Context: an optimization exercise on an open-source flow, tuned for small area and a short achievable clock period. The choices shown serve that exercise and are no tape-out recipe. Function was checked by simulation only, so behaviour that the tests miss may differ from the original.

==> inputs of try-sierra <==
==> flow/design.v <==
`default_nettype none
package cpu_trace_pkg;
  localparam logic [1:0] TRACE_KIND_RF  = 2'b01;
  localparam logic [1:0] TRACE_KIND_MEM = 2'b10;
  localparam int TRACE_ADDR_W = 32;
  localparam int TRACE_DATA_W = 32;
  localparam int TRACE_CYC_W  = 32;
  localparam int TRACE_ENTRY_W = 2 + TRACE_CYC_W + TRACE_ADDR_W + 5 +
                                 TRACE_DATA_W + TRACE_ADDR_W + TRACE_DATA_W;
endpackage
`default_nettype wire
`default_nettype none
module trace_halt_detect #(
  parameter int ADDR_W      = 32,
  parameter int HALT_CYCLES = 4
) (
  input  logic              clk,
  input  logic              rst_n,
  input  logic              clr,
  input  logic              en,
  input  logic [ADDR_W-1:0] pc,
  output logic              halted
);
  localparam int              CNT_W       = $clog2(HALT_CYCLES);
  localparam logic [CNT_W-1:0] c_halt_last = CNT_W'(HALT_CYCLES - 1);
  localparam logic [CNT_W-1:0] c_halt_arm  = CNT_W'(HALT_CYCLES - 2);
  logic [ADDR_W-1:0] r_prev_pc;
  logic [CNT_W-1:0]  r_cnt;
  logic              r_halted;
  logic              w_same;
  assign w_same = en && (pc == r_prev_pc);
  always_ff @(posedge clk or negedge rst_n) begin
    if (!rst_n) begin
      r_prev_pc <= '0;
      r_cnt     <= '0;
      r_halted  <= 1'b0;
    end else if (clr) begin
      r_prev_pc <= '0;
      r_cnt     <= '0;
      r_halted  <= 1'b0;
    end else begin
      r_prev_pc <= pc;
      if (!r_halted) begin
        if (w_same) begin
          if (r_cnt != c_halt_last) r_cnt <= r_cnt + CNT_W'(1);
          if (r_cnt == c_halt_arm) r_halted <= 1'b1;
        end else begin
          r_cnt <= '0;
        end
      end
    end
  end
  assign halted = r_halted;
endmodule
`default_nettype wire
`default_nettype none
module cpu_trace_buffer #(
  parameter int DEPTH       = 16,
  parameter int ADDR_W      = 32,
  parameter int DATA_W      = 32,
  parameter int CYC_W       = 32,
  parameter int HALT_CYCLES = 4
) (
  input  logic                       clk,
  input  logic                       rst_n,
  input  logic                       en,
  input  logic                       clr,
  input  logic                       mode_wrap,
  input  logic [ADDR_W-1:0]          pc,
  input  logic                       rf_we,
  input  logic [4:0]                 rf_waddr,
  input  logic [DATA_W-1:0]          rf_wdata,
  input  logic                       mem_we,
  input  logic [ADDR_W-1:0]          mem_addr,
  input  logic [DATA_W-1:0]          mem_wdata,
  output logic                       rd_valid,
  input  logic                       rd_ready,
  output logic [1:0]                 rd_kind,
  output logic [CYC_W-1:0]           rd_cycle,
  output logic [ADDR_W-1:0]          rd_pc,
  output logic [4:0]                 rd_reg,
  output logic [DATA_W-1:0]          rd_rdata,
  output logic [ADDR_W-1:0]          rd_maddr,
  output logic [DATA_W-1:0]          rd_mdata,
  output logic [$clog2(DEPTH):0]     count,
  output logic                       overflow,
  output logic                       halted,
  output logic [CYC_W-1:0]           cycle
);
  localparam int CNT_W   = $clog2(DEPTH) + 1;
  localparam int RING    = DEPTH - 1;
  localparam int ENTRY_W = 2 + CYC_W + ADDR_W + 5 + DATA_W + ADDR_W + DATA_W;
  logic [CNT_W-1:0]   r_count;
  logic               r_valid;    
  logic               r_rc0;      
  logic               r_full;     
  logic [RING-1:0]    r_wsel;
  logic [RING-1:0]    r_rsel;
  logic               r_overflow;
  logic [CYC_W-1:0]   r_cycle;
  logic [ENTRY_W-1:0] r_ring [0:RING-1];
  logic [ENTRY_W-1:0] r_head;
  logic [ENTRY_W-1:0] w_in;
  logic [ENTRY_W-1:0] w_ring_rd;
  logic w_halted;
  logic w_rf_ev, w_ev, w_push, w_pop, w_full_nopop;
  logic w_direct, w_drop, w_ovw, w_ring_push, w_ring_pop, w_load_head, w_ring_we;
  logic w_inc, w_dec;
  trace_halt_detect #(
    .ADDR_W      (ADDR_W),
    .HALT_CYCLES (HALT_CYCLES)
  ) u_halt (
    .clk    (clk),
    .rst_n  (rst_n),
    .clr    (clr),
    .en     (en),
    .pc     (pc),
    .halted (w_halted)
  );
  assign w_rf_ev      = rf_we && (rf_waddr != 5'd0);
  assign w_ev         = w_rf_ev || mem_we;
  assign w_push       = en && !w_halted && w_ev;
  assign w_pop        = r_valid && rd_ready;
  assign w_full_nopop = r_full && !rd_ready;
  assign w_drop       = w_push && w_full_nopop && !mode_wrap;
  assign w_ovw        = w_push && w_full_nopop && mode_wrap;
  assign w_direct     = r_rc0 && (rd_ready || !r_valid);
  assign w_ring_push  = w_push && !w_direct && !w_drop;
  assign w_ring_pop   = !r_rc0 && (w_pop || w_ovw);
  assign w_load_head  = rd_ready || !r_valid || w_ovw;
  assign w_inc        = w_push && !w_pop && !r_full;
  assign w_dec        = !w_push && w_pop;
  assign w_in = {mem_we, w_rf_ev, r_cycle, pc,
                 rf_waddr & {5{w_rf_ev}}, rf_wdata & {DATA_W{w_rf_ev}},
                 mem_addr & {ADDR_W{mem_we}}, mem_wdata & {DATA_W{mem_we}}};
  always_comb begin
    w_ring_rd = '0;
    for (int i = 0; i < RING; i++)
      w_ring_rd = w_ring_rd | ({ENTRY_W{r_rsel[i]}} & r_ring[i]);
  end
  assign w_ring_we = !r_full || rd_ready || (w_push && mode_wrap);
  always_ff @(posedge clk) begin
    for (int i = 0; i < RING; i++)
      if (w_ring_we && r_wsel[i]) r_ring[i] <= w_in;
    if (w_load_head) r_head <= r_rc0 ? w_in : w_ring_rd;
  end
  always_ff @(posedge clk or negedge rst_n) begin
    if (!rst_n) begin
      r_count    <= '0;
      r_valid    <= 1'b0;
      r_rc0      <= 1'b1;
      r_full     <= 1'b0;
      r_wsel     <= RING'(1);
      r_rsel     <= RING'(1);
      r_overflow <= 1'b0;
      r_cycle    <= '0;
    end else if (clr) begin
      r_count    <= '0;
      r_valid    <= 1'b0;
      r_rc0      <= 1'b1;
      r_full     <= 1'b0;
      r_wsel     <= RING'(1);
      r_rsel     <= RING'(1);
      r_overflow <= 1'b0;
      r_cycle    <= '0;
    end else begin
      if (en && !w_halted && (r_cycle != {CYC_W{1'b1}})) r_cycle <= r_cycle + CYC_W'(1);
      if (w_push && w_full_nopop) r_overflow <= 1'b1;
      if (w_ring_push) r_wsel <= {r_wsel[RING-2:0], r_wsel[RING-1]};
      if (w_ring_pop)  r_rsel <= {r_rsel[RING-2:0], r_rsel[RING-1]};
      if (w_inc) begin
        r_count <= r_count + CNT_W'(1);
        r_valid <= 1'b1;
        r_rc0   <= (r_count == '0);
        r_full  <= (r_count == CNT_W'(DEPTH - 1));
      end else if (w_dec) begin
        r_count <= r_count - CNT_W'(1);
        r_valid <= (r_count != CNT_W'(1));
        r_rc0   <= (r_count <= CNT_W'(2));
        r_full  <= 1'b0;
      end
    end
  end
  assign rd_valid = r_valid;
  assign rd_kind  = r_head[ENTRY_W-1 -: 2];
  assign rd_cycle = r_head[ENTRY_W-3 -: CYC_W];
  assign rd_pc    = r_head[ENTRY_W-3-CYC_W -: ADDR_W];
  assign rd_reg   = r_head[2*DATA_W+ADDR_W +: 5];
  assign rd_rdata = r_head[DATA_W+ADDR_W +: DATA_W];
  assign rd_maddr = r_head[DATA_W +: ADDR_W];
  assign rd_mdata = r_head[0 +: DATA_W];
  assign count    = r_count;
  assign overflow = r_overflow;
  assign halted   = w_halted;
  assign cycle    = r_cycle;
endmodule
`default_nettype wire
==> flow/flow/run.sh <==
#!/bin/bash
# Standard layout with two changes to how it is made:
#  - every port is buffered, as standard, but with buf_4 instead of the
#    smallest buffer the tool picks (a slow delay cell);
#  - after global placement each output port's buffer is moved to its pin
#    and a flip-flop that feeds only that buffer is moved right behind it.
set -euo pipefail
WORK=$(pwd)
export BUFFER_PORTS_ARGS="-buffer_cell sky130_fd_sc_hd__buf_4"
export POST_GLOBAL_PLACE_TCL="$WORK/flow/pull_outputs.tcl"
bash standard.sh > "$WORK/standard_flow.log" 2>&1
==> flow/flow/pull_outputs.tcl <==
# Pull each output port's buffer to its pin, and the flip-flop that feeds
# only that buffer right behind it, so the flop-to-port path is short.
set block [ord::get_db_block]
set core [$block getCoreArea]
set cx0 [$core xMin]; set cy0 [$core yMin]; set cx1 [$core xMax]; set cy1 [$core yMax]
proc clamp {v lo hi} { expr {$v < $lo ? $lo : ($v > $hi ? $hi : $v)} }
proc driver_of {net} {
  foreach it [$net getITerms] {
    if {[$it isOutputSignal]} { return $it }
  }
  return ""
}
set moved_buf 0; set moved_ff 0
foreach bterm [$block getBTerms] {
  if {[$bterm getIoType] ne "OUTPUT"} continue
  set net [$bterm getNet]
  if {$net eq "NULL" || $net eq ""} continue
  set drv [driver_of $net]
  if {$drv eq ""} continue
  set buf [$drv getInst]
  set bb [$bterm getBBox]
  set px [expr {([$bb xMin] + [$bb xMax]) / 2}]
  set py [expr {([$bb yMin] + [$bb yMax]) / 2}]
  # inward direction
  set dl [expr {$px - $cx0}]; set dr [expr {$cx1 - $px}]
  set db [expr {$py - $cy0}]; set dt [expr {$cy1 - $py}]
  set m [lsort -real [list $dl $dr $db $dt]]
  set mn [lindex $m 0]
  set dx 0; set dy 0
  if {$mn == $dl} {set dx 1} elseif {$mn == $dr} {set dx -1} elseif {$mn == $db} {set dy 1} else {set dy -1}
  set bm [$buf getMaster]
  set bw [$bm getWidth]; set bh [$bm getHeight]
  set bx [clamp [expr {$px - $bw/2}] $cx0 [expr {$cx1 - $bw}]]
  set by [clamp [expr {$py - $bh/2}] $cy0 [expr {$cy1 - $bh}]]
  $buf setLocation $bx $by
  incr moved_buf
  # flop feeding the buffer
  set ain ""
  foreach it [$buf getITerms] { if {[$it isInputSignal]} { set ain $it } }
  if {$ain eq ""} continue
  set n2 [$ain getNet]
  if {$n2 eq "NULL" || $n2 eq ""} continue
  set d2 [driver_of $n2]
  if {$d2 eq ""} continue
  set ff [$d2 getInst]
  if {![[$ff getMaster] isSequential]} continue
  set loads 0
  foreach it [$n2 getITerms] { if {[$it isInputSignal]} { incr loads } }
  if {$loads > 3} continue
  set fm [$ff getMaster]
  set fw [$fm getWidth]; set fh [$fm getHeight]
  if {$dx == 1} { set fx [expr {$bx + $bw}]; set fy $by
  } elseif {$dx == -1} { set fx [expr {$bx - $fw}]; set fy $by
  } elseif {$dy == 1} { set fx $bx; set fy [expr {$by + $bh}]
  } else { set fx $bx; set fy [expr {$by - $fh}] }
  set fx [clamp $fx $cx0 [expr {$cx1 - $fw}]]
  set fy [clamp $fy $cy0 [expr {$cy1 - $fh}]]
  $ff setLocation $fx $fy
  incr moved_ff
}
puts "pull_outputs: moved $moved_buf output buffers and $moved_ff flip-flops"
==> flow/standard.sh <==
#!/bin/bash
# synth_recipe.tcl (not shown) runs the flow's synth.tcl, then flattens the netlist and writes it again
# the make line also repeats each setting of config.mk as NAME=value (left out here)
make -C /OpenROAD-flow-scripts/flow DESIGN_CONFIG=/design/flow/config.mk WORK_HOME=/design/flow/orfs CLKGATE_MAP_FILE= SYNTH_SCRIPT=/design/flow/synth_recipe.tcl "${@:-finish}"
==> flow/config.mk <==
export PLATFORM = sky130hd
export DESIGN_NAME = cpu_trace_buffer
export DESIGN_NICKNAME = cpu_trace_buffer
export VERILOG_FILES = /design/flow/design.v
export SDC_FILE = /design/flow/constraint.sdc
export NUM_CORES = 4
export LEC_CHECK = 0
export CAP_MARGIN = 20
export CORE_MARGIN = 2
export CORE_UTILIZATION = 70
export CTS_CLUSTER_DIAMETER = 60
export CTS_CLUSTER_SIZE = 24
export SETUP_SLACK_MARGIN = 3.0
export SLEW_MARGIN = 20
==> flow/constraint.sdc <==
create_clock -name core_clock -period 5.5 [get_ports {clk}]
set_input_delay 1.1000 -clock core_clock [delete_from_list [all_inputs] [get_ports {clk}]]
set_output_delay 1.1000 -clock core_clock [all_outputs]
set_load 0.01 [all_outputs]
==> try-tundra: changes against try-sierra <==
==> flow/run.sh (new file) <==
#!/bin/bash
# synth_recipe.tcl (not shown) runs the flow's synth.tcl, then flattens the netlist and writes it again
# the make line also repeats each setting of config.mk as NAME=value (left out here)
make -C /OpenROAD-flow-scripts/flow DESIGN_CONFIG=/design/flow/config.mk WORK_HOME=/design/flow/orfs CLKGATE_MAP_FILE= SYNTH_SCRIPT=/design/flow/synth_recipe.tcl finish
removed: flow/flow/run.sh
removed: flow/flow/pull_outputs.tcl
removed: flow/standard.sh
==> impl_metrics.env <==
export IMPL_pwr_share_seq=0.618
export IMPL_worst_pin_slew_ps=768
export IMPL_post_dp_cell_area_um2=106000
export IMPL_n_fill_cell=7247
export IMPL_first_iter_violations=12900
export IMPL_cp_max_fo=26
export IMPL_grt_pass1_wl_um=430000
export IMPL_vias_per_cell=7.63
export IMPL_route_met3_wl_um=52100
export IMPL_status="no timing/DRC/antenna violations"
the above is filed under try-sierra

==> impl_metrics.env <==
export IMPL_status="no timing/DRC/antenna violations"
export IMPL_grt_pass1_wl_um=435000
export IMPL_pwr_share_seq=0.606
export IMPL_route_met3_wl_um=69000
export IMPL_post_dp_cell_area_um2=107000
export IMPL_first_iter_violations=15700
the above is filed under try-tundra

afterwards: timing with drivers on the ports:
No port has a modelled driver above. Below, the same layouts with a new extraction and two added sets of constraints.
Step 1, drivers: a clkbuf_16 drives clk and a buf_2 each remaining input, both assumed.
Step 2 also shifts input and output timing later by t, the mid clock arrival at the registers, as if the neighbouring blocks saw the same clock.
Three values: no drivers, after step 1, after step 2; two values: the first two.
run | t, ns | setup WS [ns] | worst hold slack (ns) | clock arrival spread, ns
try-sierra | 0.885 | 2.864 / 2.836 / 2.026 | 0.269 / 0.204 / 0.552 | 0.035 / 0.035
try-tundra | 0.922 | 2.659 / 2.659 / 1.862 | 0.291 / 0.222 / 0.573 | 0.043 / 0.044
After both steps setup and hold are still met in every run listed. For try-sierra, which loses most, drivers alone change the setup slack by -0.028 ns; drivers and shift together by -0.838 ns.
